This design comes from an exercise in tuning for small area on the open sky130 flow, not from production work.
RTL that was checked went through simulation tests only; none was proved equivalent to the original.
Power figures rest on the tool's default switching activity, not on a simulated workload.

## run 5
==> flow/design.v <==
module chrom_fitness_evaluator #(
  parameter int NUM_VECTORS  = 16,
  parameter int IN_WIDTH     = 8,
  parameter int OUT_WIDTH    = 8,
  parameter int SUM_WIDTH    = 32,
  parameter int SETTLE_WIDTH = 16,
  parameter int REPEAT_WIDTH = 8
) (
  input  logic                             iClock,
  input  logic                             iReset_n,
  input  logic [NUM_VECTORS*IN_WIDTH-1:0]  iInputSequence,
  input  logic [NUM_VECTORS*OUT_WIDTH-1:0] iExpectedOutput,
  input  logic [NUM_VECTORS*OUT_WIDTH-1:0] iValidOutput,
  input  logic [SETTLE_WIDTH-1:0]          iSettleCycles,
  input  logic [REPEAT_WIDTH-1:0]          iRepeatCount,
  input  logic                             iStartProcessing,
  input  logic                             iDoneProcessingFeedback,
  input  logic                             iStall,
  input  logic [OUT_WIDTH-1:0]             iCircuitOutput,
  output logic [IN_WIDTH-1:0]              oCircuitInput,
  output logic                             oReadyToProcess,
  output logic                             oDoneProcessing,
  output logic [OUT_WIDTH*SUM_WIDTH-1:0]   oErrorSums,
  output logic [2:0]                       oState
);
  localparam int IDX_W = (NUM_VECTORS > 1) ? $clog2(NUM_VECTORS) : 1;
  localparam int MAX_SAMPLES = ((1 << REPEAT_WIDTH) - 1) * NUM_VECTORS;
  localparam int CNT_W_RAW   = $clog2(MAX_SAMPLES + 1);
  localparam int CNT_W       = (CNT_W_RAW < SUM_WIDTH) ? CNT_W_RAW : SUM_WIDTH;
  localparam logic [2:0] ST_IDLE    = 3'd0;
  localparam logic [2:0] ST_APPLY   = 3'd1;
  localparam logic [2:0] ST_SETTLE  = 3'd2;
  localparam logic [2:0] ST_SAMPLE  = 3'd3;
  localparam logic [2:0] ST_DONE    = 3'd4;
  localparam logic [2:0] ST_RELEASE = 3'd5;
  logic [2:0]              state_r;
  logic [2:0]              state_s;
  logic [IN_WIDTH-1:0]     vec_r [NUM_VECTORS];
  logic [OUT_WIDTH-1:0]    exp_r [NUM_VECTORS];
  logic [OUT_WIDTH-1:0]    val_r [NUM_VECTORS];
  logic [SETTLE_WIDTH-1:0] settle_cfg_r;
  logic [SETTLE_WIDTH-1:0] settle_cnt_r;
  logic [REPEAT_WIDTH-1:0] pass_left_r;
  logic [IDX_W-1:0]        index_r;
  logic [IN_WIDTH-1:0]     cin_r;
  logic [CNT_W-1:0]        sum_r [OUT_WIDTH];
  logic                    go_s;
  logic                    idle_s;
  logic                    capture_s;
  logic                    apply_s;
  logic                    settle_s;
  logic                    sample_s;
  logic                    settle_end_s;
  logic                    last_vec_s;
  logic                    more_pass_s;
  logic [OUT_WIDTH-1:0]    err_s;
  logic [NUM_VECTORS-1:0]  idx_oh_s;
  logic [OUT_WIDTH-1:0]    exp_sel_s, val_sel_s;
  logic [IN_WIDTH-1:0]     vec_sel_s;
  always_comb begin
    go_s         = !iStall;
    idle_s       = (state_r == ST_IDLE);
    capture_s    = go_s && idle_s && iStartProcessing;
    apply_s      = go_s && (state_r == ST_APPLY);
    settle_s     = go_s && (state_r == ST_SETTLE);
    sample_s     = go_s && (state_r == ST_SAMPLE);
    settle_end_s = (settle_cnt_r[SETTLE_WIDTH-1:1] == '0);
    last_vec_s   = (index_r == IDX_W'(NUM_VECTORS - 1));
    more_pass_s  = (pass_left_r[REPEAT_WIDTH-1:1] != '0);
    for (int k = 0; k < NUM_VECTORS; k++) idx_oh_s[k] = (index_r == IDX_W'(k));
    err_s        = (iCircuitOutput ^ exp_sel_s) & val_sel_s;
  end
  for (genvar gb = 0; gb < OUT_WIDTH; gb++) begin : g_rd_out
    logic [NUM_VECTORS-1:0] exp_col, val_col;
    for (genvar k = 0; k < NUM_VECTORS; k++) begin : g_col
      assign exp_col[k] = exp_r[k][gb];
      assign val_col[k] = val_r[k][gb];
    end
    chrom_fitness_evaluator_sel16 u_exp (.d(exp_col), .s(idx_oh_s), .y(exp_sel_s[gb]));
    chrom_fitness_evaluator_sel16 u_val (.d(val_col), .s(idx_oh_s), .y(val_sel_s[gb]));
  end
  for (genvar gb = 0; gb < IN_WIDTH; gb++) begin : g_rd_in
    logic [NUM_VECTORS-1:0] vec_col;
    for (genvar k = 0; k < NUM_VECTORS; k++) begin : g_col
      assign vec_col[k] = vec_r[k][gb];
    end
    chrom_fitness_evaluator_sel16 u_vec (.d(vec_col), .s(idx_oh_s), .y(vec_sel_s[gb]));
  end
  always_comb begin
    state_s = state_r;
    if (go_s) begin
      case (state_r)
        ST_IDLE:    if (iStartProcessing) state_s = ST_APPLY;
        ST_APPLY:   state_s = ST_SETTLE;
        ST_SETTLE:  if (settle_end_s) state_s = ST_SAMPLE;
        ST_SAMPLE:  state_s = (!last_vec_s || more_pass_s) ? ST_APPLY : ST_DONE;
        ST_DONE:    if (iDoneProcessingFeedback) state_s = ST_RELEASE;
        ST_RELEASE: if (!iStartProcessing && !iDoneProcessingFeedback) state_s = ST_IDLE;
        default:    state_s = ST_IDLE;
      endcase
    end
  end
  always_ff @(posedge iClock or negedge iReset_n) begin
    if (!iReset_n) state_r <= ST_IDLE;
    else           state_r <= state_s;
  end
  always_ff @(posedge iClock) begin
    if (idle_s) begin
      for (int k = 0; k < NUM_VECTORS; k++) begin
        vec_r[k] <= iInputSequence[k*IN_WIDTH +: IN_WIDTH];
        exp_r[k] <= iExpectedOutput[k*OUT_WIDTH +: OUT_WIDTH];
        val_r[k] <= iValidOutput[k*OUT_WIDTH +: OUT_WIDTH];
      end
      settle_cfg_r <= iSettleCycles;
    end
  end
  always_ff @(posedge iClock) begin
    if (idle_s) pass_left_r <= iRepeatCount;
    else        pass_left_r <= pass_left_r - REPEAT_WIDTH'(sample_s && last_vec_s);
  end
  always_ff @(posedge iClock) begin
    if (state_r == ST_APPLY) settle_cnt_r <= settle_cfg_r;
    else                     settle_cnt_r <= settle_cnt_r - SETTLE_WIDTH'(go_s);
  end
  always_ff @(posedge iClock or negedge iReset_n) begin
    if (!iReset_n)     index_r <= '0;
    else if (sample_s) index_r <= index_r + 1'b1;
  end
  always_ff @(posedge iClock or negedge iReset_n) begin
    if (!iReset_n)    cin_r <= '0;
    else if (apply_s) cin_r <= vec_sel_s;
  end
  for (genvar gb = 0; gb < OUT_WIDTH; gb++) begin : g_sums
    logic [CNT_W-1:0] sum_d;
    chrom_fitness_evaluator_cnt #(.W(CNT_W)) u_cnt (
      .q(sum_r[gb]), .inc(sample_s && err_s[gb]), .clr(capture_s), .d(sum_d)
    );
    always_ff @(posedge iClock or negedge iReset_n) begin
      if (!iReset_n) sum_r[gb] <= '0;
      else           sum_r[gb] <= sum_d;
    end
    assign oErrorSums[gb*SUM_WIDTH +: SUM_WIDTH] = SUM_WIDTH'(sum_r[gb]);
  end
  assign oCircuitInput   = cin_r;
  assign oReadyToProcess = (state_r == ST_IDLE);
  assign oDoneProcessing = (state_r == ST_DONE);
  assign oState          = state_r;
endmodule
module chrom_fitness_evaluator_sel16 (
  input  logic [15:0] d,
  input  logic [15:0] s,
  output logic        y
);
  logic [5:0] t;
  logic [1:0] u;
  chrom_fitness_evaluator_aoi222 g0 (.a1(d[0]),  .a2(s[0]),  .b1(d[1]),  .b2(s[1]),  .c1(d[2]),  .c2(s[2]),  .y(t[0]));
  chrom_fitness_evaluator_aoi222 g1 (.a1(d[3]),  .a2(s[3]),  .b1(d[4]),  .b2(s[4]),  .c1(d[5]),  .c2(s[5]),  .y(t[1]));
  chrom_fitness_evaluator_aoi222 g2 (.a1(d[6]),  .a2(s[6]),  .b1(d[7]),  .b2(s[7]),  .c1(d[8]),  .c2(s[8]),  .y(t[2]));
  chrom_fitness_evaluator_aoi222 g3 (.a1(d[9]),  .a2(s[9]),  .b1(d[10]), .b2(s[10]), .c1(d[11]), .c2(s[11]), .y(t[3]));
  chrom_fitness_evaluator_aoi222 g4 (.a1(d[12]), .a2(s[12]), .b1(d[13]), .b2(s[13]), .c1(d[14]), .c2(s[14]), .y(t[4]));
  assign t[5] = ~(d[15] & s[15]);
  assign u[0] = ~(t[0] & t[1] & t[2]);
  assign u[1] = ~(t[3] & t[4] & t[5]);
  assign y    = u[0] | u[1];
endmodule
module chrom_fitness_evaluator_aoi222 (
  input  logic a1, a2, b1, b2, c1, c2,
  output logic y
);
  assign y = ~((a1 & a2) | (b1 & b2) | (c1 & c2));
endmodule
module chrom_fitness_evaluator_cnt #(
  parameter int W = 12
) (
  input  logic [W-1:0] q,
  input  logic         inc,
  input  logic         clr,
  output logic [W-1:0] d
);
  logic [W:0] t;
  assign t[0] = inc;
  for (genvar i = 0; i < W; i++) begin : g_bit
    chrom_fitness_evaluator_and2  u_t (.a(t[i]), .b(q[i]), .y(t[i+1]));
    chrom_fitness_evaluator_tgclr u_d (.q(q[i]), .t(t[i]), .clr(clr), .d(d[i]));
  end
endmodule
module chrom_fitness_evaluator_tgclr (
  input  logic q,
  input  logic t,
  input  logic clr,
  output logic d
);
  assign d = ~clr & (q ^ t);
endmodule
module chrom_fitness_evaluator_and2 (
  input  logic a,
  input  logic b,
  output logic y
);
  assign y = a & b;
endmodule
clock: 5.0 ns
lec_check: 0
cap_margin: 20
core_area: 8 8 192 192
die_area: 0 0 200 200
slew_margin: 20
synth_hierarchical: 1
standard.sh (not shown) runs the stock make flow with config.mk's settings and CLKGATE_MAP_FILE= SYNTH_SCRIPT=/design/flow/synth_recipe.tcl, a recipe that flattens the netlist after the stock synthesis.
==> flow/flow/run.sh <==
#!/bin/bash
set -euo pipefail
bash standard.sh \
  "BUFFER_PORTS_ARGS=-buffer_cell sky130_fd_sc_hd__buf_1" \
  "CTS_ARGS=-sink_clustering_enable -repair_clock_nets -buf_list sky130_fd_sc_hd__clkbuf_8 -sink_clustering_size 16 -sink_clustering_max_diameter 60 -dont_use_dummy_load" \
  finish > standard.log 2>&1
Inputs modified between run 5 and run 4:
-- flow/design.v --
<<< run 5, line 132
  end
  for (genvar gb = 0; gb < OUT_WIDTH; gb++) begin : g_sums
    logic [CNT_W-1:0] sum_d;
    chrom_fitness_evaluator_cnt #(.W(CNT_W)) u_cnt (
      .q(sum_r[gb]), .inc(sample_s && err_s[gb]), .clr(capture_s), .d(sum_d)
    );
    always_ff @(posedge iClock or negedge iReset_n) begin
      if (!iReset_n) sum_r[gb] <= '0;
      else           sum_r[gb] <= sum_d;
    end
    assign oErrorSums[gb*SUM_WIDTH +: SUM_WIDTH] = SUM_WIDTH'(sum_r[gb]);
>>> run 4, line 132
  end
  for (genvar gb = 0; gb < OUT_WIDTH; gb++) begin : g_sums
    always_ff @(posedge iClock or negedge iReset_n) begin
      if (!iReset_n)                 sum_r[gb] <= '0;
      else if (capture_s)            sum_r[gb] <= '0;
      else if (sample_s && err_s[gb]) sum_r[gb] <= sum_r[gb] + 1'b1;
    end
    assign oErrorSums[gb*SUM_WIDTH +: SUM_WIDTH] = SUM_WIDTH'(sum_r[gb]);
<<< run 5, line 170
  assign y = ~((a1 & a2) | (b1 & b2) | (c1 & c2));
endmodule
module chrom_fitness_evaluator_cnt #(
  parameter int W = 12
) (
  input  logic [W-1:0] q,
  input  logic         inc,
  input  logic         clr,
  output logic [W-1:0] d
);
  logic [W:0] t;
  assign t[0] = inc;
  for (genvar i = 0; i < W; i++) begin : g_bit
    chrom_fitness_evaluator_and2  u_t (.a(t[i]), .b(q[i]), .y(t[i+1]));
    chrom_fitness_evaluator_tgclr u_d (.q(q[i]), .t(t[i]), .clr(clr), .d(d[i]));
  end
endmodule
module chrom_fitness_evaluator_tgclr (
  input  logic q,
  input  logic t,
  input  logic clr,
  output logic d
);
  assign d = ~clr & (q ^ t);
endmodule
module chrom_fitness_evaluator_and2 (
  input  logic a,
  input  logic b,
  output logic y
);
  assign y = a & b;
endmodule
>>> run 4, line 167
  assign y = ~((a1 & a2) | (b1 & b2) | (c1 & c2));
endmodule
### Flow results
- Run 4: done, clean on timing, DRC and antenna
- Multi-input gate count, run 5 and run 4: lower on run 5
- Depth of the critical timing path with buffers and inverters included delta for run 4 relative to run 5: 11 lower
- Run 5 and run 4 ended up with roughly the same height of the die.
- Status: worst hold slack parity (run 4, run 5)
- Relative to run 5, the global placement routability congestion measured on run 4 has decreased slightly.
- Going from run 5 to run 4, per-instance average area after synthesis shrank by a few percent.
- Re well-tap cell count: no difference whatsoever between run 5 and run 4.
- Taking run 5 as the reference, in run 4 met1 track utilization from global routing grew by 0.33 points; final clock period utilization by the worst path shrank by 12 points.
- The run with more routed wire is run 4, not run 5.
- Taking run 5 as the reference, in run 4 worst setup slack now sits higher; clock buffer instance count of the final layout now sits higher; post-layout minimum cycle time now sits lower; power now sits higher.
Function not checked in run 4: the RTL went through the layout flow alone.

port drivers added, routing unchanged:
The flow's constraints put no driver on any port. The routed layouts listed below were extracted and timed again, unchanged, in two steps. Step 1 assumes that a clkbuf_16 drives the clock port and a buf_2 every other input. Step 2 also shifts input and output timing later by t, the mid clock arrival at the registers, as if the neighbouring blocks saw the same clock. Three values: ideal ports, drivers, drivers and shift; two values: the first two.
run	shift t [ns]	setup slack, ns	clock arrival spread, ns	cell pins on the clock port's net
run 5	0.600	0.310 / 0.310 / 0.310	0.038 / 0.038	1
run 4	0.615	0.905 / 0.905 / 0.905	0.059 / 0.059	1
After both steps setup and hold are still met in every run listed.
